This design comes from an exercise in tuning for small area, a short achievable clock period and few clock cycles per item on the open sky130 flow, not from production work. RTL that was checked went through simulation tests only; none was proved equivalent to the original. Power figures rest on the tool's default switching activity, not on a simulated workload.

v6:
==> flow/design.v <==
`default_nettype none
package memWrDma_pkg;
	typedef logic [64-1:0] hostAddr_t;
	typedef logic [32-1:0]  lclAddr_t;
	typedef logic [64-1:0]  line_t;
	typedef logic [31:0]             cfgData_t;
	typedef logic [31:0]             byteCnt_t;
	typedef logic [12-1:0]   pload_t;
	typedef logic [10-1:0]   dwLen_t;
	typedef logic [7:0]              tag_t;
	typedef logic [15:0]             reqId_t;
	typedef struct packed {
		hostAddr_t hostBase;
		lclAddr_t  lclBase;
		byteCnt_t  byteCnt;
	} xferCfg_t;
	typedef struct packed {
		hostAddr_t hostAddr;
		lclAddr_t  lclAddr;
		pload_t    pload;    
		dwLen_t    dwLen;
		tag_t      tag;
	} pktDesc_t;
	typedef enum logic [1:0] {SEG_IDLE, SEG_ISSUE, SEG_WAIT} segState_t;
	typedef enum logic [1:0] {FRM_IDLE, FRM_HDR0, FRM_HDR1, FRM_DATA} frmState_t;
endpackage
`default_nettype wire
`default_nettype none
module memWrDma
#(
	parameter int DEPTH = 6
)
(
	input  wire                           i_CfgClk,
	input  wire                           i_ARst,
	input  wire                           i_CfgCyc,
	input  wire                           i_CfgStb,
	input  wire                           i_CfgWnR,
	input  wire [3:0]                     i_CfgAddr,
	input  wire memWrDma_pkg::cfgData_t   i_CfgWrData,
	output logic                          o_CfgAck,
	output memWrDma_pkg::cfgData_t        o_CfgRdData,
	input  wire memWrDma_pkg::pload_t     i_MaxPload,
	input  wire memWrDma_pkg::reqId_t     i_RequesterId,
	output logic                          o_MemRd,
	output memWrDma_pkg::lclAddr_t        o_MemRdAddr,
	input  wire                           i_MemReady,
	input  wire                           i_MemDv,
	input  wire memWrDma_pkg::line_t      i_MemRdData,
	output logic                          o_AstTxDv,
	output logic                          o_AstTxSop,
	output logic                          o_AstTxEop,
	output memWrDma_pkg::line_t           o_AstTxData,
	input  wire                           i_AstTxReady
);
	localparam int PW = $clog2(DEPTH);
	typedef enum logic [2:0] {S_IDLE, S_HDR0, S_HDR1, S_DATA, S_TAIL} frmState_t;
	logic [31:0] ctrlReg;
	logic [63:0] hostBase;
	logic [31:0] lclBase;
	logic        busy;
	logic        busyNext;
	logic        cfgWr;
	logic        xferWr;
	logic        start;
	assign cfgWr  = i_CfgCyc & i_CfgStb & i_CfgWnR & ~o_CfgAck;
	assign xferWr = cfgWr & ~busy;
	assign start  = xferWr && (i_CfgAddr == 4'h7) && ctrlReg[0] && (i_CfgWrData[31:3] != '0);
	always_ff @(posedge i_CfgClk or posedge i_ARst)
	begin
		if (i_ARst)
		begin
			o_CfgAck <= 1'b0;
			ctrlReg  <= '0;
			hostBase <= '0;
			lclBase  <= '0;
		end
		else
		begin
			o_CfgAck <= i_CfgCyc & i_CfgStb & ~o_CfgAck;
			if (cfgWr && (i_CfgAddr == 4'h0))
				ctrlReg <= i_CfgWrData;
			if (xferWr && (i_CfgAddr == 4'h4))
				hostBase[31:0] <= i_CfgWrData;
			if (xferWr && (i_CfgAddr == 4'h5))
				hostBase[63:32] <= i_CfgWrData;
			if (xferWr && (i_CfgAddr == 4'h6))
				lclBase <= i_CfgWrData;
		end
	end
	frmState_t   state;
	logic [28:0] remLines;     
	logic [3:0]  lineOff;      
	logic [24:0] hostMid;      
	logic        crossed;      
	logic        is4Dw;        
	logic [7:0]  tagCnt;
	logic [31:0] hostHi;
	logic        remOne;
	logic        lastInPkt;
	logic [4:0]  pktLines;
	logic [4:0]  bndLines;
	assign hostHi    = hostBase[63:32] + {31'd0, crossed};
	assign remOne    = (remLines == 29'd1);
	assign lastInPkt = (lineOff == 4'hF) || remOne;
	assign bndLines  = 5'd16 - {1'b0, lineOff};
	assign pktLines  = ((remLines[28:5] == '0) && (remLines[4:0] < bndLines)) ? remLines[4:0] : bndLines;
	memWrDma_pkg::line_t fifoMem [DEPTH];
	logic [PW-1:0] wrIdx;
	logic [PW-1:0] rdIdx;
	logic          wrPh;
	logic          rdPh;
	logic          fifoEmpty;
	logic          headOk;
	memWrDma_pkg::line_t head;
	assign fifoEmpty = (wrIdx == rdIdx) && (wrPh == rdPh);
	assign headOk    = ~fifoEmpty | i_MemDv;
	assign head      = fifoEmpty ? i_MemRdData : fifoMem[rdIdx];
	always_ff @(posedge i_CfgClk)
	begin
		if (i_MemDv)
			fifoMem[wrIdx] <= i_MemRdData;
	end
	logic        load;
	logic        beatOk;
	logic        pop;
	logic        nbSop;
	logic        nbEop;
	logic [63:0] nbData;
	frmState_t   nbState;
	logic [31:0] heldDw;
	assign load = ~o_AstTxDv | i_AstTxReady;
	always_comb
	begin
		beatOk  = 1'b0;
		pop     = 1'b0;
		nbSop   = 1'b0;
		nbEop   = 1'b0;
		nbData  = head;
		nbState = state;
		case (state)
			S_HDR0:
			begin
				beatOk  = 1'b1;
				nbSop   = 1'b1;
				nbData  = {i_RequesterId, tagCnt, 8'hFF,
					3'b010 | {2'b00, is4Dw}, 5'd0, 8'd0, 6'd0, 4'd0, pktLines, 1'b0};
				nbState = S_HDR1;
			end
			S_HDR1:
				if (is4Dw)
				begin
					beatOk  = 1'b1;
					nbData  = {hostMid, lineOff, hostBase[2:0], hostHi};
					nbState = S_DATA;
				end
				else
				begin
					beatOk  = headOk;
					pop     = 1'b1;
					nbData  = {head[31:0], hostMid, lineOff, hostBase[2:0]};
					nbState = lastInPkt ? S_TAIL : S_DATA;
				end
			S_DATA:
				if (is4Dw)
				begin
					beatOk  = headOk;
					pop     = 1'b1;
					nbEop   = lastInPkt;
					nbData  = head;
					nbState = lastInPkt ? (remOne ? S_IDLE : S_HDR0) : S_DATA;
				end
				else
				begin
					beatOk  = headOk;
					pop     = 1'b1;
					nbData  = {head[31:0], heldDw};
					nbState = lastInPkt ? S_TAIL : S_DATA;
				end
			S_TAIL:
			begin
				beatOk  = 1'b1;
				nbEop   = 1'b1;
				nbData  = {32'd0, heldDw};
				nbState = (remLines == '0) ? S_IDLE : S_HDR0;
			end
			default: ;
		endcase
	end
	logic doLoad;
	logic doPop;
	assign doLoad = load & beatOk;
	assign doPop  = doLoad & pop;
	assign busyNext = start | (busy & ~((state == S_IDLE) & load));
	always_ff @(posedge i_CfgClk or posedge i_ARst)
	begin
		if (i_ARst)
		begin
			state     <= S_IDLE;
			busy      <= 1'b0;
			o_AstTxDv <= 1'b0;
			tagCnt    <= '0;
			rdIdx     <= '0;
			wrIdx     <= '0;
			rdPh      <= 1'b0;
			wrPh      <= 1'b0;
		end
		else
		begin
			busy <= busyNext;
			if (i_MemDv)
			begin
				wrIdx <= (wrIdx == PW'(DEPTH - 1)) ? '0 : wrIdx + 1'b1;
				if (wrIdx == PW'(DEPTH - 1))
					wrPh <= ~wrPh;
			end
			if (start)
				state <= S_HDR0;
			else if (doLoad)
				state <= nbState;
			if (load)
				o_AstTxDv <= beatOk;
			if (doLoad && (state == S_HDR0))
				tagCnt <= tagCnt + 1'b1;
			if (doPop)
			begin
				rdIdx <= (rdIdx == PW'(DEPTH - 1)) ? '0 : rdIdx + 1'b1;
				if (rdIdx == PW'(DEPTH - 1))
					rdPh <= ~rdPh;
			end
		end
	end
	always_ff @(posedge i_CfgClk)
	begin
		if (doLoad)
		begin
			o_AstTxData <= nbData;
			o_AstTxSop  <= nbSop;
			o_AstTxEop  <= nbEop;
		end
		if (doPop)
			heldDw <= head[63:32];
		if (!busy)
		begin
			remLines <= i_CfgWrData[31:3];
			lineOff  <= hostBase[6:3];
			hostMid  <= hostBase[31:7];
			crossed  <= 1'b0;
			is4Dw    <= |hostBase[63:32];
		end
		else if (doPop)
		begin
			remLines <= remLines - 1'b1;
			lineOff  <= lineOff + 1'b1;
			if (lineOff == 4'hF)
			begin
				hostMid <= hostMid + 1'b1;
				if (&hostMid)
				begin
					crossed <= 1'b1;
					is4Dw   <= ~&hostBase[63:32];
				end
			end
		end
	end
	logic [DEPTH-1:0] pendT;
	logic [15:0]  pendX;
	logic [28:0]  rdAddr;
	logic         memAcc;
	logic         remBig;
	logic [3:0]   remLo;
	logic         more0;     
	logic         more1;     
	logic         moreAfter;
	logic         roomAfter;
	assign memAcc = o_MemRd & i_MemReady;
	assign pendX  = 16'(pendT);
	assign remBig = |remLines[28:4];
	assign remLo  = remLines[3:0];
	assign more0  = remBig | ((remLo != 4'd0) && !pendX[remLo - 4'd1]);
	assign more1  = remBig | ((remLo > 4'd1) && !pendX[remLo - 4'd2]);
	assign moreAfter = memAcc ? more1 : more0;
	assign roomAfter = (memAcc && !doPop) ? !pendT[DEPTH-2]
	                 : (!memAcc && doPop) ? 1'b1
	                 : !pendT[DEPTH-1];
	assign o_MemRdAddr = {rdAddr, lclBase[2:0]};
	always_ff @(posedge i_CfgClk or posedge i_ARst)
	begin
		if (i_ARst)
		begin
			o_MemRd <= 1'b0;
			pendT   <= '0;
		end
		else
		begin
			if (start)
				o_MemRd <= 1'b1;
			else
				o_MemRd <= busy & moreAfter & roomAfter;
			case ({memAcc, doPop})
				2'b10:   pendT <= {pendT[DEPTH-2:0], 1'b1};
				2'b01:   pendT <= {1'b0, pendT[DEPTH-1:1]};
				default: ;
			endcase
		end
	end
	always_ff @(posedge i_CfgClk)
	begin
		if (!busy)
			rdAddr <= lclBase[31:3];
		else if (memAcc)
			rdAddr <= rdAddr + 1'b1;
	end
	always_ff @(posedge i_CfgClk)
	begin
		case (i_CfgAddr)
			4'h0:     o_CfgRdData <= ctrlReg;
			4'h1:     o_CfgRdData <= {30'd0, ~busyNext, busyNext};
			4'h4: o_CfgRdData <= hostBase[31:0];
			4'h5: o_CfgRdData <= hostBase[63:32];
			4'h6:    o_CfgRdData <= lclBase;
			4'h7:      o_CfgRdData <= busyNext ? {remLines, 3'd0} : '0;
			default:           o_CfgRdData <= '0;
		endcase
	end
endmodule
`default_nettype wire
Settings: LEC_CHECK=0, ABC_CLOCK_PERIOD_IN_PS=3000, CAP_MARGIN=20, CORE_MARGIN=2, CORE_UTILIZATION=40, CTS_BUF_LIST=sky130_fd_sc_hd__clkbuf_16, CTS_CLUSTER_DIAMETER=90, CTS_CLUSTER_SIZE=28, SETUP_SLACK_MARGIN=5, SLEW_MARGIN=20; clock period 8.0 ns.
standard.sh (not shown) runs the stock make flow with config.mk's settings and CLKGATE_MAP_FILE= SYNTH_SCRIPT=/design/flow/synth_recipe.tcl, a recipe that flattens the netlist after the stock synthesis.
==> flow/flow/run.sh <==
#!/bin/bash
# Standard layout, with the smallest buffer on every input and output port
set -euo pipefail
export BUFFER_PORTS_ARGS="-buffer_cell sky130_fd_sc_hd__buf_1"
bash standard.sh > flow_make.log 2>&1
Testbench counts of v6, summed over its fixed seeds: cycles 38,242, bytes 198,928.
What v7 does differently from v6 at the input level:
--- a/flow/design.v
+++ b/flow/design.v
@@ -27,9 +27,9 @@
 `default_nettype wire
 `default_nettype none
 module memWrDma
 #(
-	parameter int DEPTH = 6
+	parameter int DEPTH = 5
 )
 (
 	input  wire                           i_CfgClk,
 	input  wire                           i_ARst,
## What came out
- v7: sequential share of layout area 2.7 points below v6
- Taking v7 over v6, the area of the core region ratio works out to 0.947.
- Looking at area overhead of the layout relative to synthesis, v7 sits 0.42 points higher than v6 does.
- Summary of v7 over v6: synthesized area now sits lower, wire length of the first global-routing pass -1400 um.
- v7 ended with more slack of the worst reg-to-reg path than v6.
- Taking v6 as 1.0, v7 lands at 1.2 on count of unique library cells instantiated by Yosys.
- Summary of the comparison: maximum frequency from static timing analysis is lower in v7, relative to v6.
Testbench counts of v7, summed over its fixed seeds: cycles 40,842, bytes 198,928.

========
Starts from the design.v that is shown in full above.
clock: 8.0 ns
lec_check: 0
abc_clock_period_in_ps: 3000
cap_margin: 20
core_margin: 2
core_utilization: 40
cts_buf_list: sky130_fd_sc_hd__clkbuf_4 sky130_fd_sc_hd__clkbuf_8
cts_cluster_diameter: 50
cts_cluster_size: 16
setup_slack_margin: 5
slew_margin: 20
Scripts as last shown in full above: flow/flow/run.sh
Testbench counts at the start, summed over its fixed seeds: cycles 38,242, bytes 198,928.
Next try:
--- a/flow/design.v
+++ b/flow/design.v
@@ -29,5 +29,5 @@
 module memWrDma
 #(
-	parameter int DEPTH = 6
+	parameter int DEPTH = 5
 )
 (
@@ -63,8 +63,10 @@
 	logic        cfgWr;
 	logic        xferWr;
+	logic        lenWr;
 	logic        start;
 	assign cfgWr  = i_CfgCyc & i_CfgStb & i_CfgWnR & ~o_CfgAck;
 	assign xferWr = cfgWr & ~busy;
-	assign start  = xferWr && (i_CfgAddr == 4'h7) && ctrlReg[0] && (i_CfgWrData[31:3] != '0);
+	assign lenWr  = xferWr && (i_CfgAddr == 4'h7);
+	assign start  = lenWr && ctrlReg[0] && (i_CfgWrData[31:3] != '0);
 	always_ff @(posedge i_CfgClk or posedge i_ARst)
 	begin
@@ -241,5 +243,5 @@
 		if (doPop)
 			heldDw <= head[63:32];
-		if (!busy)
+		if (lenWr)
 		begin
 			remLines <= i_CfgWrData[31:3];
@@ -264,24 +266,15 @@
 		end
 	end
-	logic [DEPTH-1:0] pendT;
-	logic [15:0]  pendX;
+	logic [PW:0]  pend;      
 	logic [28:0]  rdAddr;
 	logic         memAcc;
-	logic         remBig;
-	logic [3:0]   remLo;
-	logic         more0;     
-	logic         more1;     
 	logic         moreAfter;
 	logic         roomAfter;
 	assign memAcc = o_MemRd & i_MemReady;
-	assign pendX  = 16'(pendT);
-	assign remBig = |remLines[28:4];
-	assign remLo  = remLines[3:0];
-	assign more0  = remBig | ((remLo != 4'd0) && !pendX[remLo - 4'd1]);
-	assign more1  = remBig | ((remLo > 4'd1) && !pendX[remLo - 4'd2]);
-	assign moreAfter = memAcc ? more1 : more0;
-	assign roomAfter = (memAcc && !doPop) ? !pendT[DEPTH-2]
+	assign moreAfter = memAcc ? ({1'b0, remLines} > 30'(pend) + 30'd1)
+	                          : ({1'b0, remLines} > 30'(pend));
+	assign roomAfter = (memAcc && !doPop) ? (pend < (PW+1)'(DEPTH - 1))
 	                 : (!memAcc && doPop) ? 1'b1
-	                 : !pendT[DEPTH-1];
+	                 : (pend < (PW+1)'(DEPTH));
 	assign o_MemRdAddr = {rdAddr, lclBase[2:0]};
 	always_ff @(posedge i_CfgClk or posedge i_ARst)
@@ -290,5 +283,5 @@
 		begin
 			o_MemRd <= 1'b0;
-			pendT   <= '0;
+			pend    <= '0;
 		end
 		else
@@ -299,6 +292,6 @@
 				o_MemRd <= busy & moreAfter & roomAfter;
 			case ({memAcc, doPop})
-				2'b10:   pendT <= {pendT[DEPTH-2:0], 1'b1};
-				2'b01:   pendT <= {1'b0, pendT[DEPTH-1:1]};
+				2'b10:   pend <= pend + 1'b1;
+				2'b01:   pend <= pend - 1'b1;
 				default: ;
 			endcase
@@ -307,5 +300,5 @@
 	always_ff @(posedge i_CfgClk)
 	begin
-		if (!busy)
+		if (lenWr)
 			rdAddr <= lclBase[31:3];
 		else if (memAcc)
Outcome: The changed run completed with no timing, DRC or antenna violations. Critical path depth does not change. Utilization increases by 0.92 points. Synthesized area drops by about 8%. First-iteration DRC count falls by 21%. Wire length falls by 7.7%. Final area falls by about 7%. Die area goes down by about 8%. Count of clock-buffer cells in the layout drops by 5. Total power barely changes. Via count fell by about 8%. Non-clock buffer count went down by 15. Hold slack barely changes. Register-to-register slack improves by 0.02 ns. Setup slack gains 0.043 ns.
For the second run of this note, only the layout was checked, not whether the RTL still works.

========
Setup of run A:
// memWrDma: RTL as listed in full above, without the edits since
==> flow/config.mk <==
export PLATFORM = sky130hd
export DESIGN_NAME = memWrDma
export DESIGN_NICKNAME = memWrDma
export VERILOG_FILES = /design/flow/design.v
export SDC_FILE = /design/flow/constraint.sdc
export NUM_CORES = 4
export LEC_CHECK = 0
export ABC_CLOCK_PERIOD_IN_PS = 3000
export CAP_MARGIN = 20
export CORE_MARGIN = 2
export CORE_UTILIZATION = 65
export CTS_BUF_LIST = sky130_fd_sc_hd__clkbuf_16
export CTS_CLUSTER_DIAMETER = 90
export CTS_CLUSTER_SIZE = 28
export PLACE_DENSITY = 0.75
export SETUP_SLACK_MARGIN = 5
export SLEW_MARGIN = 20
==> flow/constraint.sdc <==
create_clock -name core_clock -period 8.0 [get_ports {i_CfgClk}]
set_input_delay 1.6000 -clock core_clock [delete_from_list [all_inputs] [get_ports {i_CfgClk}]]
set_output_delay 1.6000 -clock core_clock [all_outputs]
set_load 0.01 [all_outputs]
Scripts as last shown in full above: flow/flow/run.sh
Testbench counts of run A, summed over its fixed seeds: cycles 38,242, bytes 198,928.
Edits applied to the flow inputs when going from run A to run B:
--- a/flow/design.v
+++ b/flow/design.v
@@ -28,7 +28,7 @@
 `default_nettype none
 module memWrDma
 #(
-	parameter int DEPTH = 6
+	parameter int DEPTH = 5
 )
 (
 	input  wire                           i_CfgClk,
### Flow results
Final critical-path share of the clock period, run B and run A, higher one = run A.
Comparing run B and run A, the higher post-CTS setup buffer count was measured on run B.
Run B vs run A: post-placement cell count down
Per the comparison of run B with run A, area of the multi-input gates increased by 0.83% relative to the old numbers, total power decreased by about 12% relative to the old numbers, count of instances resized after the clock tree is built increased by 16 relative to the old numbers.
On final core utilization, run B and run A are basically level.
Static leakage power sits lower in run B than in run A.
Run B has number of multi-input logic gates below what run A had.
Relative to run A, the post-route met1 wirelength measured on run B has increased slightly.
Delta(first-pass GRT wire length, run B - run A) < 0
Testbench counts of run B, summed over its fixed seeds: cycles 40,842, bytes 198,928.

==> re-timing with driven ports <==
How much do the figures lean on ideal ports? The routed layouts below were timed once more, with nothing changed but the port constraints.
Step 1: set_driving_cell puts a clkbuf_16 on i_CfgClk and a buf_2 on each other input, an assumption about the parent block.
Step 2, shift: input delay + t, output delay - t, t = (earliest + latest rising clock arrival at the registers) / 2. This alone moves slack from input paths to output paths.
Slacks: ideal / step 1 / step 2; pairs: ideal / step 1.
run | t, ns | setup WS [ns] | hold WS [ns] | clock arrival spread, ns | worst register clock-pin slew, ns
v6 | 0.651 | 5.014 / 5.014 / 4.376 | 0.468 / 0.468 / 0.468 | 0.051 / 0.051 | 0.12 / 0.12
v7 | 0.659 | 5.001 / 5.028 / 4.368 | 0.456 / 0.456 / 0.456 | 0.043 / 0.043 | 0.11 / 0.11
the first run of note 2 | 0.781 | 4.978 / 4.910 / 4.235 | 0.461 / 0.461 / 0.461 | 0.066 / 0.065 | 0.11 / 0.11
the second run of note 2 | 0.743 | 5.021 / 4.966 / 4.289 | 0.460 / 0.460 / 0.460 | 0.055 / 0.056 | 0.10 / 0.10
run A | 0.653 | 5.023 / 5.023 / 4.431 | 0.456 / 0.456 / 0.456 | 0.021 / 0.022 | 0.11 / 0.11
run B | 0.688 | 5.054 / 5.027 / 4.393 | 0.462 / 0.462 / 0.462 | 0.034 / 0.034 | 0.11 / 0.11
After both steps every run listed still meets setup and hold. For the first run of note 2, which loses most, drivers alone change the setup slack by -0.068 ns; drivers and shift together by -0.743 ns.
